Source: an optimization exercise on an open RTL-to-GDS flow (aim: small area and a short achievable clock period). Production flows keep margins and buffers that such runs may drop.
RTL that was checked went through simulation tests only; none was proved equivalent to the original.
No activity file was given, so power comes from the tool's default toggle rates.

==> inputs of v35 <==
## fp32_mul
module fp32_mul
(
    input  logic        clk,
    input  logic        rst_n,
    input  logic [31:0] a,
    input  logic [31:0] b,
    input  logic        in_valid,
    output logic        out_valid,
    output logic [31:0] result
);
make LEC_CHECK=0 CAP_MARGIN=20 CORE_MARGIN=2 CORE_UTILIZATION=40 SETUP_SLACK_MARGIN=5 SLEW_MARGIN=20 SYNTH_HIERARCHICAL=1 SYNTH_MINIMUM_KEEP_SIZE=0 finish   # period 8.5 ns
run.sh (not shown) runs the stock make flow with config.mk's settings and CLKGATE_MAP_FILE= SYNTH_SCRIPT=/design/flow/synth_recipe.tcl, a recipe that flattens the netlist after the stock synthesis.
==> inputs of v5, as changes to v35 <==
==> flow/flow/run.sh (new file) <==
#!/bin/bash
set -e
cat standard.sh > standard_copy.log
export SETUP_SLACK_MARGIN=5.3
bash standard.sh > standard.log 2>&1
==> flow/standard.sh (new file) <==
#!/bin/bash
# synth_recipe.tcl (not shown) runs the flow's synth.tcl, then flattens the netlist and writes it again
# the make line also repeats each setting of config.mk as NAME=value (left out here)
make -C /OpenROAD-flow-scripts/flow DESIGN_CONFIG=/design/flow/config.mk WORK_HOME=/design/flow/orfs CLKGATE_MAP_FILE= SYNTH_SCRIPT=/design/flow/synth_recipe.tcl "${@:-finish}"
Settings changed: SETUP_SLACK_MARGIN 5 to not set.
removed: flow/run.sh
==> results.txt <==
The leakage power total came out at 12.20 nW. The run finished with no timing, DRC or antenna violations. For this block, the initial DRC count from the detailed router was 1,680. The start point of the worst min-delay path is e0_3[4]. The top cell types in the final layout, fill and taps aside, are sky130_fd_sc_hd__dfxtp_1 (354), sky130_fd_sc_hd__xor2_1 (322), sky130_fd_sc_hd__a22o_1 (278), sky130_fd_sc_hd__fa_1 (270), sky130_fd_sc_hd__clkdlybuf4s50_1 (97).

The final weighted congestion in routability-driven placement is 0.8752. The number of global-route vias before repair came out at 19.76k. Counting the buffers created by CTS gives 45. The final non-filler cell area came out at 30,390 um2.
That was v5.
==> results.txt <==
The flow ran to the end and the layout has no timing, DRC or antenna violations. The relative contribution of combinational cells to total power came out at 55.1%. The fraction of power consumed by sequential logic came out at 26.9%. The startpoint identified for the worst hold timing path is e0_3[3]. After Yosys synthesis, and, or, nand and nor cells account for 7.872% of the synthesized area.

Counting the inverters off the clock network in the layout gives 92. The number of global-route vias before repair is 19.55k. The combinational family with the most area after synthesis is adder cells.

The die area is 67,300 um2. The number of cells on the worst hold path came out at 0. In this run, the number of DRC markers left after iteration 0 of detailed routing was 1,681. The maximum fanout along the worst path came out at 24. The analysis attributes to cell leakage a power of 12.03 nW.

The internal power consumption came out at 0.006703 W. The antenna diode count came out at 0. The termination of the worst setup path is m2[70]. The final weighted congestion in routability-driven placement is 0.9275. The cell area after synthesis came out at 26,100 um2. Synthesis inferred 391 register bits.
That was v35.


==> inputs of branch juniper <==
fp32_mul, a different RTL version from the one above (not shown whole).
clock: 8.5 ns
lec_check: 0
cap_margin: 20
core_margin: 2
core_utilization: 40
cts_cluster_diameter: 100
cts_cluster_size: 25
slew_margin: 20
synth_hierarchical: 1
synth_minimum_keep_size: 0
standard.sh (not shown) runs the stock make flow with config.mk's settings and CLKGATE_MAP_FILE= SYNTH_SCRIPT=/design/flow/synth_recipe.tcl, a recipe that flattens the netlist after the stock synthesis.
==> flow/flow/run.sh <==
#!/bin/bash
# Own layout flow: the standard layout (standard.sh, ORFS from synthesis
# to finish, synthesis unchanged) with two changes to how the layout is made:
#  - repair_timing aims below the clock period: a path with less than
#    SETUP_SLACK_MARGIN ns of setup slack is treated as one to fix;
#  - the port buffers that buffer_ports inserts on every input and output
#    are sky130_fd_sc_hd__buf_2 rather than the cell it picks by default.
# Each tool's full output stays in orfs/logs; make's output in standard.log.
set -euo pipefail
export SETUP_SLACK_MARGIN=5.4
export BUFFER_PORTS_ARGS="-buffer_cell sky130_fd_sc_hd__buf_2"
bash standard.sh > standard.log 2>&1
==> branch umber: changes against branch juniper <==
--- a/flow/flow/run.sh
+++ b/flow/flow/run.sh
@@ -8,5 +8,5 @@
 # Each tool's full output stays in orfs/logs; make's output in standard.log.
 set -euo pipefail
-export SETUP_SLACK_MARGIN=5.4
+export SETUP_SLACK_MARGIN=5.5
 export BUFFER_PORTS_ARGS="-buffer_cell sky130_fd_sc_hd__buf_2"
 bash standard.sh > standard.log 2>&1
==> branch onyx: changes against branch juniper <==
--- a/flow/flow/run.sh
+++ b/flow/flow/run.sh
@@ -8,5 +8,5 @@
 # Each tool's full output stays in orfs/logs; make's output in standard.log.
 set -euo pipefail
-export SETUP_SLACK_MARGIN=5.4
+export SETUP_SLACK_MARGIN=5.3
 export BUFFER_PORTS_ARGS="-buffer_cell sky130_fd_sc_hd__buf_2"
 bash standard.sh > standard.log 2>&1
==> results.txt <==
- Post-CTS Resized: 53
- Clock group power: 0.00116 W
- RSZ-0062 raised after global routing: no
- FILL cells: 6006
- Clk latency of the worst-skew pair: 0.57 ns
- Final core occ: 44.29%
- Critical R2R Capture: m2[66]$_DFF_P_
- Met2 wire len: 33.25 mm
- Outcome: complete, no violations
- Vias: 18.86k
The numbers above come from branch juniper.

==> results.txt <==
- Core ar.: 0.06435 mm²
- Outcome: complete, no violations
- Post-CTS Resized: 34
- Vias: 18.90k
- Met2 wire len: 32.98 mm
- Clk latency of the worst-skew pair: 0.58 ns
- Final core occ: 44.08%
- FILL cells: 5990
The numbers above come from branch onyx.

==> results.txt <==
- Post-CTS Resized: 92
- Clock group power: 0.00120 W
- Outcome: complete, no violations
- Critical R2R Capture: m2[93]$_DFF_P_
- FILL cells: 5928
- Clk latency of the worst-skew pair: 0.58 ns
- RSZ-0062 raised after global routing: yes
The numbers above come from branch umber.



==> trial 37 <==
Another version of the RTL of fp32_mul (not shown whole).
Settings: LEC_CHECK=0, CAP_MARGIN=20, CORE_MARGIN=2, CORE_UTILIZATION=40, CTS_CLUSTER_DIAMETER=100, CTS_CLUSTER_SIZE=25, SLEW_MARGIN=20, SYNTH_HIERARCHICAL=1, SYNTH_MINIMUM_KEEP_SIZE=0, TNS_END_PERCENT=30; clock period 8.5 ns.
==> flow/flow/run.sh <==
#!/bin/bash
# Own layout flow: the standard layout (standard.sh, ORFS from synthesis
# to finish, synthesis unchanged) with two changes to how the layout is made:
#  - repair_timing aims below the clock period: a path with less than
#    SETUP_SLACK_MARGIN ns of setup slack is treated as one to fix;
#  - the port buffers that buffer_ports inserts on every input and output
#    are sky130_fd_sc_hd__buf_2 rather than the cell it picks by default.
# Each tool's full output stays in orfs/logs; make's output in standard.log.
set -euo pipefail
export SETUP_SLACK_MARGIN=5.3
export BUFFER_PORTS_ARGS="-buffer_cell sky130_fd_sc_hd__buf_2"
bash standard.sh > standard.log 2>&1
==> build 3: changes against trial 37 <==
--- a/flow/flow/run.sh
+++ b/flow/flow/run.sh
@@ -8,5 +8,5 @@
 # Each tool's full output stays in orfs/logs; make's output in standard.log.
 set -euo pipefail
-export SETUP_SLACK_MARGIN=5.3
+export SETUP_SLACK_MARGIN=5.5
 export BUFFER_PORTS_ARGS="-buffer_cell sky130_fd_sc_hd__buf_2"
 bash standard.sh > standard.log 2>&1
- TNS_END_PERCENT: 30 -> unset
==> impl_results.md <==
- Post-DP HPWL: 50500 um
- Leakage: 0.0112 uW
- Worst Max-Slew Pin Slew: 0.896 ns
- Maximum clock rate: 306 MHz
- Met2 track demand over resource: 34.9%
- Comb pwr: 6510 uW
- Routed length per placed instance: 22.5 um
- Post-place setup slack: 4.85 ns
- Max IR drop VDD: 0.000229 V
- Outcome: timing/DRC/antenna clean
- WL final: 74100 um
- Resized cells post-CTS: 18
- Vias in the first global route: 19383
- NumNets Final: 2868
- Final clock-cell share: 2.71%
- Seq pwr share: 28.6%
- Initial DRC count: 2226
-- figures above: trial 37

==> impl_results.md <==
- Outcome: timing/DRC/antenna clean
- NumNets Final: 2945
- Resized cells post-CTS: 114
- Yosys warnings: 10
- Met1 GRT Util: 29.6%
- WL final: 82200 um
- Routed length per placed instance: 24.4 um
- Final clock-cell share: 2.22%
- Met2 track demand over resource: 36.0%
- Maximum clock rate: 314 MHz
- Post-DP HPWL: 50500 um
- Max IR drop VDD: 0.000249 V
- Worst Max-Slew Pin Slew: 0.830 ns
- Seq pwr share: 26.7%
- Post-place setup slack: 4.95 ns
- Initial DRC count: 2319
- Comb pwr: 7440 uW
-- figures above: build 3



==> job 5082 <==
fp32_mul, a different RTL version from the one above (not shown whole).
clock: 8.5 ns
lec_check: 0
cap_margin: 20
core_margin: 2
core_utilization: 40
setup_slack_margin: 4.5
slew_margin: 20
synth_hierarchical: 1
synth_minimum_keep_size: 0
run.sh (not shown) runs the stock make flow with config.mk's settings and CLKGATE_MAP_FILE= SYNTH_SCRIPT=/design/flow/synth_recipe.tcl, a recipe that flattens the netlist after the stock synthesis.
Stock flow here: none of the scripts above is used.
==> job 4607 (differences from job 5082) <==
--- a/flow/config.mk
+++ b/flow/config.mk
@@ -8,7 +8,6 @@
 export CAP_MARGIN = 20
 export CORE_MARGIN = 2
 export CORE_UTILIZATION = 40
-export SETUP_SLACK_MARGIN = 4.5
 export SLEW_MARGIN = 20
 export SYNTH_HIERARCHICAL = 1
 export SYNTH_MINIMUM_KEEP_SIZE = 0
==> qor summary <==
                                                               job 5082                 job 4607
Outcome                                         complete, no violations  complete, no violations
Arrival time of the worst setup path                            4.41 ns                  4.71 ns
Fin Clk Skew                                                 0.03950 ns               0.01770 ns
Hold Path Origin                                                 sp2[0]                       s1
Via count of the first global-routing pass                        18970                    19400
Final design area excluding fillers                           28540 µm²                27760 µm²
Sequential fraction of design power                               18.6%                    17.9%
Internal power of the cells                                    6.175 mW                 6.073 mW
Met3 Track Usage GR                                              4.281%                   4.653%
Non-clock buffers, area share                                    7.116%                   5.301%
Worst-case hold path end point                                   sp3[0]                       s2
Number of filler cells placed in the layout                        5424                     5586
Routing usage on met2                                            36.18%                   37.24%
Highest routing layer actually used                                met4                     met5
Met1 layer wirelength in the final routing                     30.72 mm                 29.83 mm
Final antenna diode count                                             2                        0
Global routing met1 resource utilization                         28.59%                   28.45%
Clock buffer count                                                   39                       40
Met3 WL                                                        6.465 mm                 5.544 mm
Number of setup buffers added after CTS                               3                        0
Part of the power in combinational logic                          70.1%                    70.2%
Most numerous cell on the critical path                            fa_2                     fa_1
Transition time of the tightest slew-check pin                0.9949 ns                 1.026 ns
Met2 routed WL                                                 34.78 mm                 33.46 mm
No run of this note included a check of the RTL's function; only the layout flow was run.


==> inputs of job 7180 <==
fp32_mul, a different RTL version from the one above (not shown whole).
clock: 8.5 ns
lec_check: 0
cap_margin: 20
core_margin: 2
core_utilization: 40
cts_cluster_diameter: 100
cts_cluster_size: 25
slew_margin: 20
synth_hierarchical: 1
synth_minimum_keep_size: 0
standard.sh (not shown) runs the stock make flow with config.mk's settings and CLKGATE_MAP_FILE= SYNTH_SCRIPT=/design/flow/synth_recipe.tcl, a recipe that flattens the netlist after the stock synthesis.
==> flow/flow/run.sh <==
#!/bin/bash
# Own layout flow: the standard layout (standard.sh, ORFS from synthesis
# to finish, synthesis unchanged) with two changes to how the layout is made:
#  - repair_timing aims below the clock period: a path with less than
#    SETUP_SLACK_MARGIN ns of setup slack is treated as one to fix;
#  - the port buffers that buffer_ports inserts on every input and output
#    are sky130_fd_sc_hd__buf_2 rather than the cell it picks by default.
# Each tool's full output stays in orfs/logs; make's output in standard.log.
set -euo pipefail
export SETUP_SLACK_MARGIN=5.35
export BUFFER_PORTS_ARGS="-buffer_cell sky130_fd_sc_hd__buf_2"
bash standard.sh > standard.log 2>&1
==> job 6156 (differences from job 7180) <==
--- a/flow/design.v
+++ b/flow/design.v
@@ -1893,18 +1893,21 @@
             y2 = (2*k+1 < 24) ? sb[2*k+1] : 1'b0;
             y1 = (2*k   < 24) ? sb[2*k]   : 1'b0;
             y0 = (k > 0)      ? sb[2*k-1] : 1'b0;
             bd_neg[k] = y2;
             bd_one[k] = y1 ^ y0;
             bd_two[k] = (y2 & ~y1 & ~y0) | (~y2 & y1 & y0);
         end
     end
-    fp_lzc24 u_lza (.v(sa), .n(lz_a));
-    fp_lzc24 u_lzb (.v(sb), .n(lz_b));
+    logic [4:0]  lzf_a, lzf_b;
+    fp_lzc24 u_lza (.v({1'b0, a[22:0]}), .n(lzf_a));
+    fp_lzc24 u_lzb (.v({1'b0, b[22:0]}), .n(lzf_b));
+    assign lz_a = ha ? 5'd0 : lzf_a;
+    assign lz_b = hb ? 5'd0 : lzf_b;
     logic        v1, s1;
     logic [1:0]  sp1;                 
     logic [23:0] sa1_n;               
     logic [12:0] one1_n;              
     logic [11:0] two1_n;              
     logic [11:0] neg1;
     logic [11:0] neg1h_n;             
     logic [7:0]  ea1, eb1;            
==> qor summary <==
metric                                                                       job 7180                 job 6156
Outcome                                                       complete, no violations  complete, no violations
Share of total power consumed by net switching                                  0.435                    0.436
Quantity of gates resized following cts                                            66                       59
Die span in y                                                                  257 um                   257 um
Mean Syn Cell Area                                                          11.1 um^2                11.1 um^2
Total setup buffers inserted after CTS                                             10                        4
Leak                                                                        0.0110 uW                0.0110 uW
Final Power                                                                 11,200 uW                11,100 uW
Total routed wire length on the met1 layer                                    30.8 mm                  30.7 mm
Unique cell type count in the Yosys netlist                                        80                       83
Synth Instances                                                                 2,321                    2,320
Share of synthesized area occupied by flip-flops and latches                    0.315                    0.315
Post-Place Cell Area                                                      0.0271 mm^2              0.0271 mm^2
Area used by sequential logic in the layout                              0.00820 mm^2             0.00822 mm^2
Met3 track demand over resource in global routing                              0.0425                   0.0506
Xor/xnor cell area share of the yosys netlist                                   0.130                    0.130
Part of the total power dissipated in sequential elements                       0.288                    0.294
No functional check of the RTL was part of any run of this note.


==> trial 69 <==
fp32_mul, a different RTL version from the one above (not shown whole).
// fp32_mul
module fp32_mul
(
    input  logic        clk,
    input  logic        rst_n,
    input  logic [31:0] a,
    input  logic [31:0] b,
    input  logic        in_valid,
    output logic        out_valid,
    output logic [31:0] result
);
export LEC_CHECK = 0
export CAP_MARGIN = 20
export CORE_MARGIN = 2
export CORE_UTILIZATION = 40
export SETUP_SLACK_MARGIN = 5
export SLEW_MARGIN = 20
export SYNTH_HIERARCHICAL = 1
export SYNTH_MINIMUM_KEEP_SIZE = 0
create_clock -name core_clock -period 8.5 [get_ports {clk}]
run.sh (not shown) runs the stock make flow with config.mk's settings and CLKGATE_MAP_FILE= SYNTH_SCRIPT=/design/flow/synth_recipe.tcl, a recipe that flattens the netlist after the stock synthesis.
Stock flow here: none of the scripts above is used.
==> inputs of trial 41, as changes to trial 69 <==
SETUP_SLACK_MARGIN = 4.5   (was 5)
==> inputs of trial 17, as changes to trial 69 <==
CTS_BUF_LIST = sky130_fd_sc_hd__clkbuf_4 sky130_fd_sc_hd__clkbuf_8   (was unset)
SETUP_SLACK_MARGIN = 4.5   (was 5)
==> comparison <==
Trial 69 finished with timing, DRC and antenna clean. Trial 17 produced a clean layout. Trial 41 produced a clean layout.
Worst setup slack: trial 69 is better than trial 41 (0.013 ns).
Via count, highest first: trial 69, trial 17, trial 41.
In synthesized cell count, trial 41 and trial 69 do not differ.
Global-route usage: trial 41 < trial 17 < trial 69.
Critical path depth: trial 17 is lower than trial 69 (7).
Of trial 41 and trial 17, trial 41 has the higher total power (gap 1.5%, measured against trial 17).
Against trial 17, the combinational power of trial 69 is higher by 16%.
Sequential share of layout area, highest first: trial 17, trial 41, trial 69.
Of trial 69 and trial 17, trial 69 has the higher clock power (gap about 9%, measured against trial 17).
Of trial 17 and trial 41, trial 41 has the higher non-clock buffer count (gap 3).
==> figures <==
metric	trial 69	trial 17	trial 41
Worst rel slew slack	31.55%	33.70%	34.07%
Period utilisation layout	46.13%	46.50%	46.28%
Outcome	timing/DRC/antenna clean	timing/DRC/antenna clean	timing/DRC/antenna clean
Length of routed wiring on met1	32,710 µm	29,500 µm	29,240 µm
Total of plain and repair buffers excluding clock buffers	330	160	163
Share of post-route cells with drive strength above 1	26.64%	12.16%	10.98%
Number of clock buffers inserted by TritonCTS	31	48	31
Clock Skews	0.02898 ns	0.04737 ns	0.01645 ns
Max Clk Rate	255.0 MHz	253.0 MHz	254.2 MHz
Startpoint of the most critical hold path	sp2[1]$_DFF_P_	s1$_DFF_P_	s1$_DFF_P_
Register-to-Register Path Depth	16	9	9
Worst-margin pin slew	1.027 ns	0.9874 ns	0.9818 ns
R2R setup slack	4.58 ns	4.55 ns	4.57 ns
Power dissipated by switching net loads	5.359 mW	4.790 mW	4.803 mW
Non-filler cells, final	3,220	3,077	3,051
Antenna violations before repair	2	4	4
Source-to-sink clock delay at the later pin of the worst-skew pair	0.62 ns	0.65 ns	0.59 ns
H-Tree Depth	1	2	1
Placed Instance Area	0.02538 mm²	0.02549 mm²	0.02549 mm²
Number of buffer and inverter instances along the worst setup path	4	1	1
Power per Cell Area	398.2 mW/mm²	398.1 mW/mm²	403.6 mW/mm²
No run of this note included a check of the RTL's function; only the layout flow was run.

==> separate check: timing with driven ports <==
Ports are ideal in the flow. The routed layouts listed here were re-timed in OpenROAD. Step 1 sets driving cells, clkbuf_16 on the clock port and buf_2 on the other inputs (assumed; they add their load-dependent delay and slew). Step 2 times the ports against the registers' clock, not the clock port: input delays grow and output delays shrink by t, the midpoint of the rising clock arrivals with the driver on. a / b / c = ideal / step 1 / step 2; a / b = the first two.
run | t (ns) | setup WS [ns] | worst data-port slew with drivers (ns)
v35 | 0.643 | 5.074 / 5.074 / 4.802 | 0.04
v5 | 0.641 | 5.341 / 5.294 / 4.825 | 0.04
branch juniper | 0.621 | 5.406 / 5.406 / 4.881 | 0.06
branch umber | 0.625 | 5.528 / 5.528 / 5.151 | 0.06
branch onyx | 0.631 | 5.354 / 5.354 / 4.863 | 0.06
trial 37 | 0.625 | 5.233 / 5.233 / 4.917 | 0.04
build 3 | 0.637 | 5.315 / 5.315 / 5.098 | 0.04
job 5082 | 0.629 | 4.528 / 4.528 / 4.114 | 0.04
job 4607 | 0.650 | 4.281 / 4.281 / 3.800 | 0.04
job 7180 | 0.625 | 5.197 / 5.197 / 4.883 | 0.04
job 6156 | 0.640 | 5.328 / 5.328 / 5.061 | 0.06
trial 69 | 0.661 | 4.579 / 4.579 / 4.487 | 0.04
trial 41 | 0.639 | 4.566 / 4.566 / 4.087 | 0.04
trial 17 | 0.677 | 4.548 / 4.548 / 4.087 | 0.04
After both steps every run listed still meets setup and hold. The setup slack of branch juniper, which loses most, moves by 0.000 ns with the drivers and by -0.525 ns with both steps.
